Context: an optimization exercise on an open-source flow, tuned for small area and a short achievable clock period. The choices shown serve that exercise and are no tape-out recipe. RTL that was checked went through simulation tests only; none was proved equivalent to the original. No activity file was given, so power comes from the tool's default toggle rates.

Setup of lagoon:
Design bfp_quant_top, start of the top module:
module bfp_quant_top
(
  input  logic                     clk,
  input  logic                     reset_i,
  input  logic                     in_valid_i,
  input  logic [block_size_lp*fp_width_lp-1:0]   block_i,
  output logic                                   out_valid_o,
  output logic [exp_width_lp-1:0]                shared_exp_o,
  output logic [block_size_lp*code_width_lp-1:0] codes_o
);
export LEC_CHECK = 0
export ABC_AREA = 1
export CAP_MARGIN = 20
export CORE_AREA = 5 5 445 445
export DIE_AREA = 0 0 450 450
export GPL_TIMING_DRIVEN = 0
export SLEW_MARGIN = 20
create_clock -name core_clock -period 10.0 [get_ports {clk}]
standard.sh (not shown) runs the stock make flow with config.mk's settings and CLKGATE_MAP_FILE= SYNTH_SCRIPT=/design/flow/synth_recipe.tcl, a recipe that flattens the netlist after the stock synthesis.
==> flow/flow/run.sh <==
#!/bin/bash
# The standard layout (the standard.sh: standard synthesis script,
# floorplan, placement, CTS, routing) with two changes:
# - synthesis leaves adders to abc: ADDER_MAP_FILE is empty, so Yosys's
#   extract_fa pass does not turn the small subtracts into half/full adder
#   cells (registers, names and flip-flop cells are unchanged);
# - the buffer that placement puts on every input and output port is
#   sky130_fd_sc_hd__buf_1 instead of the default delay cell
#   (clkdlybuf4s50_1). Every port still gets its own buffer.
# standard.sh writes each tool's log under orfs/logs; its own output goes
# to standard.log here.
set -euo pipefail
export ADDER_MAP_FILE=
export BUFFER_PORTS_ARGS="-buffer_cell sky130_fd_sc_hd__buf_1"
bash standard.sh > standard.log 2>&1
--- input diff lagoon..juniper ---
diff --git a/flow/config.mk b/flow/config.mk
--- a/flow/config.mk
+++ b/flow/config.mk
@@ -10,4 +10,4 @@
 export CORE_AREA = 5 5 445 445
 export DIE_AREA = 0 0 450 450
-export GPL_TIMING_DRIVEN = 0
+export PLACE_DENSITY = 0.85
 export SLEW_MARGIN = 20
Notes after the runs:
- juniper against lagoon: synthesized cell count has remained practically unchanged; sequential group share of total power picked up an extra 1.1 points; wire length on met2 went down 12 mm.
Here is what was changed in the inputs of quartz compared with juniper.
diff --git a/flow/config.mk b/flow/config.mk
--- a/flow/config.mk
+++ b/flow/config.mk
@@ -10,4 +10,3 @@
 export CORE_AREA = 5 5 445 445
 export DIE_AREA = 0 0 450 450
-export PLACE_DENSITY = 0.85
 export SLEW_MARGIN = 20
Results
quartz vs. juniper: met2 routed wirelength now larger, design area now larger.
Relative to juniper, the static leakage measured on quartz has increased by a few percent.
No run of this note included a check of the RTL's function; only the layout flow was run.

---

bfp_quant_top, a different RTL version from the one above (not shown whole).
Size in the first run: roughly 4100 cells after synthesis, roughly 30000 um2 of cells after synthesis.
// bfp_quant_top
module bfp_quant_top
(
  input  logic                     clk,
  input  logic                     reset_i,
  input  logic                     in_valid_i,
  input  logic [block_size_lp*fp_width_lp-1:0]   block_i,
  output logic                                   out_valid_o,
  output logic [exp_width_lp-1:0]                shared_exp_o,
  output logic [block_size_lp*code_width_lp-1:0] codes_o
);
Settings: LEC_CHECK=0, CAP_MARGIN=20, CORE_MARGIN=2, CORE_UTILIZATION=40, SLEW_MARGIN=20; clock period 10.0 ns.
run.sh (not shown) runs the stock make flow with config.mk's settings and CLKGATE_MAP_FILE= SYNTH_SCRIPT=/design/flow/synth_recipe.tcl, a recipe that flattens the netlist after the stock synthesis.
Stock flow here: none of the scripts above is used.
The baseline did not get past I/O pin placement (3_2_place_iop) (PPL-0024).
==> next run, changes <==
Settings changed: CORE_AREA from default to 5 5 445 445, CORE_MARGIN 2 to default, CORE_UTILIZATION 40 to default, DIE_AREA from default to 0 0 450 450, SETUP_SLACK_MARGIN from default to 4.
What happened: With this change the flow ran to the end with no violations. Area after synthesis does not change. Synthesized cell count is unchanged.
==> next run, changes <==
Settings changed: CORE_AREA 5 5 445 445 to default, CORE_MARGIN from default to 2, CORE_UTILIZATION from default to 40, DIE_AREA 0 0 450 450 to default.
This time the run ended with an error in I/O pin placement (3_2_place_iop); synthesized cell count does not change; synthesized area stays the same.
==> next run, changes <==
Settings changed: CORE_AREA from default to 5 5 415 415, CORE_MARGIN 2 to default, CORE_UTILIZATION 40 to default, DIE_AREA from default to 0 0 420 420, SETUP_SLACK_MARGIN 4 to 2.
What happened: The new run produced a clean layout. Area after synthesis stays the same. Synthesized cell count stays the same.

---

The RTL this note starts from:
==> flow/design.v <==
`default_nettype none
package fp32_fmt_pkg;
  localparam int block_size_lp = 32;
  localparam int fp_width_lp = 32;
  localparam int exp_width_lp = 8;
  localparam int frac_width_lp = 23;
  typedef union packed {
    logic [fp_width_lp-1:0] raw;
    struct packed {
      logic                     sign;
      logic [exp_width_lp-1:0]  exp;
      logic [frac_width_lp-1:0] frac;
    } fields;
  } fp32_word_u;
endpackage
`default_nettype wire
`default_nettype none
package bfp_code_pkg;
  localparam int mag_width_lp = 5;
  localparam int code_width_lp = mag_width_lp + 1;
  localparam int shift_width_lp = $clog2(mag_width_lp + 1);
  localparam int latency_lp = 1;
endpackage
`default_nettype wire
`timescale 1ns/10ps
`default_nettype none
import fp32_fmt_pkg::*;
import bfp_code_pkg::*;
module bfp_exp_decode
#(
  parameter int n_p = 8
)
(
  input  logic [n_p-1:0][exp_width_lp-1:0]  exp_i,
  input  logic [n_p-1:0]                    en_i,
  output logic [exp_width_lp-1:0]           max_exp_o,
  output logic [n_p-1:0][mag_width_lp-1:0]  sel_o
);
  localparam int n_step_lp = 3;
  function automatic int lo_c(input int s);
    lo_c = (s == 0) ? 5 : (s == 1) ? 2 : 0;
  endfunction
  function automatic int wd_c(input int s);
    wd_c = (s == 2) ? 2 : 3;
  endfunction
  logic [n_step_lp:0][n_p-1:0]      run;
  logic [exp_width_lp-1:0][n_p-1:0] bits;
  logic [n_p-1:0]                   term;
  logic [3:0]                       any;
  logic [1:0]                       up;
  always_comb begin
    for (int k = 0; k < exp_width_lp; k++) begin
      for (int i = 0; i < n_p; i++) begin
        bits[k][i] = exp_i[i][k];
      end
    end
    run[0] = '1;
    max_exp_o = '0;
    for (int s = 0; s < n_step_lp; s++) begin
      for (int j = wd_c(s) - 1; j >= 0; j--) begin
        for (int pat = 0; pat < 4; pat++) begin
          term = run[s] & bits[lo_c(s) + j];
          for (int q = 0; q < 2; q++) begin
            if (j + 1 + q < wd_c(s) && ((pat >> q) & 1) == 1) term = term & bits[lo_c(s) + j + 1 + q];
          end
          any[pat] = |term;
        end
        up = '0;
        for (int q = 0; q < 2; q++) begin
          if (j + 1 + q < wd_c(s)) up[q] = max_exp_o[lo_c(s) + j + 1 + q];
        end
        max_exp_o[lo_c(s) + j] = any[up];
      end
      run[s+1] = run[s];
      for (int j = 0; j < wd_c(s); j++) begin
        run[s+1] = run[s+1] & (bits[lo_c(s) + j] | {n_p{~max_exp_o[lo_c(s) + j]}});
      end
    end
  end
  logic [5:0] hi_m1;
  logic [3:0] mx_lo;
  for (genvar j = 0; j < 6; j++) begin : g_m1
    if (j == 0) begin : g_b0
      assign hi_m1[j] = ~max_exp_o[2];
    end else begin : g_bj
      assign hi_m1[j] = max_exp_o[2+j] ^ ~(|max_exp_o[2+j-1:2]);
    end
  end
  for (genvar a = 0; a < 4; a++) begin : g_mx
    assign mx_lo[a] = (max_exp_o[1:0] == 2'(a));
  end
  for (genvar i = 0; i < n_p; i++) begin : g_sel
    logic [3:0] ex_lo;
    logic [3:0] pos, neg;
    logic       h0, h1;
    for (genvar a = 0; a < 4; a++) begin : g_ex
      assign ex_lo[a] = (exp_i[i][1:0] == 2'(a));
    end
    always_comb begin
      pos = '0;
      neg = '0;
      for (int v = 0; v < 4; v++) begin
        for (int b = 0; b + v < 4; b++) begin
          pos[v] = pos[v] | (ex_lo[b] & mx_lo[b+v]);
          neg[v] = neg[v] | (mx_lo[b] & ex_lo[b+v]);
        end
      end
    end
    assign h0 = run[2][i];
    assign h1 = (exp_i[i][7:2] == hi_m1);
    assign sel_o[i][0] = en_i[i] & h0 & pos[0];
    assign sel_o[i][1] = en_i[i] & ((h0 & pos[1]) | (h1 & neg[3]));
    assign sel_o[i][2] = en_i[i] & ((h0 & pos[2]) | (h1 & neg[2]));
    assign sel_o[i][3] = en_i[i] & ((h0 & pos[3]) | (h1 & neg[1]));
    assign sel_o[i][4] = en_i[i] & h1 & neg[0];
  end
endmodule
`default_nettype wire
`timescale 1ns/10ps
`default_nettype none
import fp32_fmt_pkg::*;
import bfp_code_pkg::*;
module bfp_align_execute
(
  input  logic [mag_width_lp-1:0]   mag_i,
  input  logic [mag_width_lp-1:0]   sel_i,
  output logic [mag_width_lp-1:0]   mag_o
);
  always_comb begin
    mag_o = '0;
    for (int k = 0; k < mag_width_lp; k++) begin
      mag_o = mag_o | ({mag_width_lp{sel_i[k]}} & (mag_i >> k));
    end
  end
endmodule
`default_nettype wire
`timescale 1ns/10ps
`default_nettype none
import fp32_fmt_pkg::*;
import bfp_code_pkg::*;
module bfp_code_result
(
  input  logic                     clk,
  input  logic                     reset_i,
  input  logic                     valid_i,
  input  logic [exp_width_lp-1:0]  shared_exp_i,
  input  logic [block_size_lp*code_width_lp-1:0]  codes_i,
  output logic                     out_valid_o,
  output logic [exp_width_lp-1:0]  shared_exp_o,
  output logic [block_size_lp*code_width_lp-1:0]  codes_o
);
  always_ff @(posedge clk) begin
    if (reset_i) begin
      out_valid_o  <= 1'b0;
      shared_exp_o <= '0;
      codes_o      <= '0;
    end else begin
      out_valid_o <= valid_i;
      if (valid_i) begin
        shared_exp_o <= shared_exp_i;
        codes_o      <= codes_i;
      end
    end
  end
endmodule
`default_nettype wire
`timescale 1ns/10ps
`default_nettype none
import fp32_fmt_pkg::*;
import bfp_code_pkg::*;
module bfp_quant_top
(
  input  logic                     clk,
  input  logic                     reset_i,
  input  logic                     in_valid_i,
  input  logic [block_size_lp*fp_width_lp-1:0]   block_i,
  output logic                                   out_valid_o,
  output logic [exp_width_lp-1:0]                shared_exp_o,
  output logic [block_size_lp*code_width_lp-1:0] codes_o
);
  logic [block_size_lp-1:0][exp_width_lp-1:0]  exps;
  logic [block_size_lp-1:0]                    nz;
  logic [block_size_lp-1:0][mag_width_lp-1:0]  sel;
  logic [exp_width_lp-1:0]                     max_exp;
  logic [block_size_lp*code_width_lp-1:0]      codes;
  for (genvar i = 0; i < block_size_lp; i++) begin : g_exp
    assign exps[i] = block_i[fp_width_lp*i + frac_width_lp +: exp_width_lp];
    assign nz[i]   = |exps[i];
  end
  bfp_exp_decode #(.n_p(block_size_lp)) u_decode (
    .exp_i     (exps),
    .en_i      (nz),
    .max_exp_o (max_exp),
    .sel_o     (sel)
  );
  for (genvar i = 0; i < block_size_lp; i++) begin : g_word
    logic [mag_width_lp-1:0] mag;
    bfp_align_execute u_shift (
      .mag_i ({1'b1, block_i[fp_width_lp*i + frac_width_lp - mag_width_lp + 1 +: mag_width_lp - 1]}),
      .sel_i (sel[i]),
      .mag_o (mag)
    );
    assign codes[code_width_lp*i +: code_width_lp] = {block_i[fp_width_lp*i + fp_width_lp - 1], mag};
  end
  bfp_code_result u_result (
    .clk          (clk),
    .reset_i      (reset_i),
    .valid_i      (in_valid_i),
    .shared_exp_i (max_exp),
    .codes_i      (codes),
    .out_valid_o  (out_valid_o),
    .shared_exp_o (shared_exp_o),
    .codes_o      (codes_o)
  );
endmodule
`default_nettype wire
Settings: LEC_CHECK=0, ABC_AREA=0, CAP_MARGIN=20, CORE_AREA=5 5 445 445, DIE_AREA=0 0 450 450, PLACE_DENSITY=0.85, SETUP_SLACK_MARGIN=3, SLEW_MARGIN=20; clock period 10.0 ns.
standard.sh (not shown) runs the stock make flow with config.mk's settings and CLKGATE_MAP_FILE= SYNTH_SCRIPT=/design/flow/synth_recipe.tcl, a recipe that flattens the netlist after the stock synthesis.
Scripts as last shown in full above: flow/flow/run.sh
The first run produced a clean layout.
==> next run, changes <==
--- a/flow/config.mk
+++ b/flow/config.mk
@@ -6,9 +6,9 @@
 export NUM_CORES = 4
 export LEC_CHECK = 0
-export ABC_AREA = 0
+export ABC_AREA = 1
 export CAP_MARGIN = 20
 export CORE_AREA = 5 5 445 445
 export DIE_AREA = 0 0 450 450
 export PLACE_DENSITY = 0.85
-export SETUP_SLACK_MARGIN = 3
+export SETUP_SLACK_MARGIN = 3.5
 export SLEW_MARGIN = 20
What happened: Clock power drops by roughly a tenth; die area does not change; utilization climbs by 0.39 points; non-clock buffer count drops by 104; clock-buffer cell count drops by 6.

re-timing with driven ports:
Ports are ideal in the flow. The routed layouts listed here were re-timed in OpenROAD.
Step 1 sets driving cells, clkbuf_16 on the clock port and buf_2 on the other inputs (assumed; they add their load-dependent delay and slew).
Step 2 adds t to the input delays and takes it off the output delays; t is the mean of the earliest and latest rising clock arrival at the registers after step 1. Input paths then give back, and output paths get back, about the clock's delay inside the block.
Slacks: no drivers / after step 1 / after step 2; pairs: no drivers / after step 1.
run	t, ns	slack for setup (ns)	hold WS [ns]	worst setup path at the end	latest minus earliest clock arrival (ns)
lagoon	0.671	0.399 / 0.347 / -0.324	0.474 / 0.474 / 0.474	input to register	0.042 / 0.041
juniper	0.693	1.295 / 1.180 / 0.487	0.482 / 0.482 / 0.482	input to register	0.072 / 0.072
quartz	0.685	1.278 / 1.221 / 0.536	0.472 / 0.472 / 0.472	input to register	0.022 / 0.022
the second run of note 2	0.649	0.703 / 0.636 / 1.285	0.454 / 0.454 / 0.454	register to output	0.044 / 0.043
the fourth run of note 2	0.655	0.855 / 0.795 / 1.349	0.457 / 0.457 / 0.457	input to register	0.022 / 0.021
the first run of note 3	0.642	1.336 / 1.294 / 0.652	0.463 / 0.463 / 0.463	input to register	0.040 / 0.040
the second run of note 3	0.617	3.128 / 3.021 / 2.404	0.481 / 0.481 / 0.481	input to register	0.043 / 0.044
Met with ideal ports but missed after step 2: setup timing in lagoon. The setup slack of juniper, which loses most, moves by -0.115 ns with the drivers and by -0.808 ns with both steps.
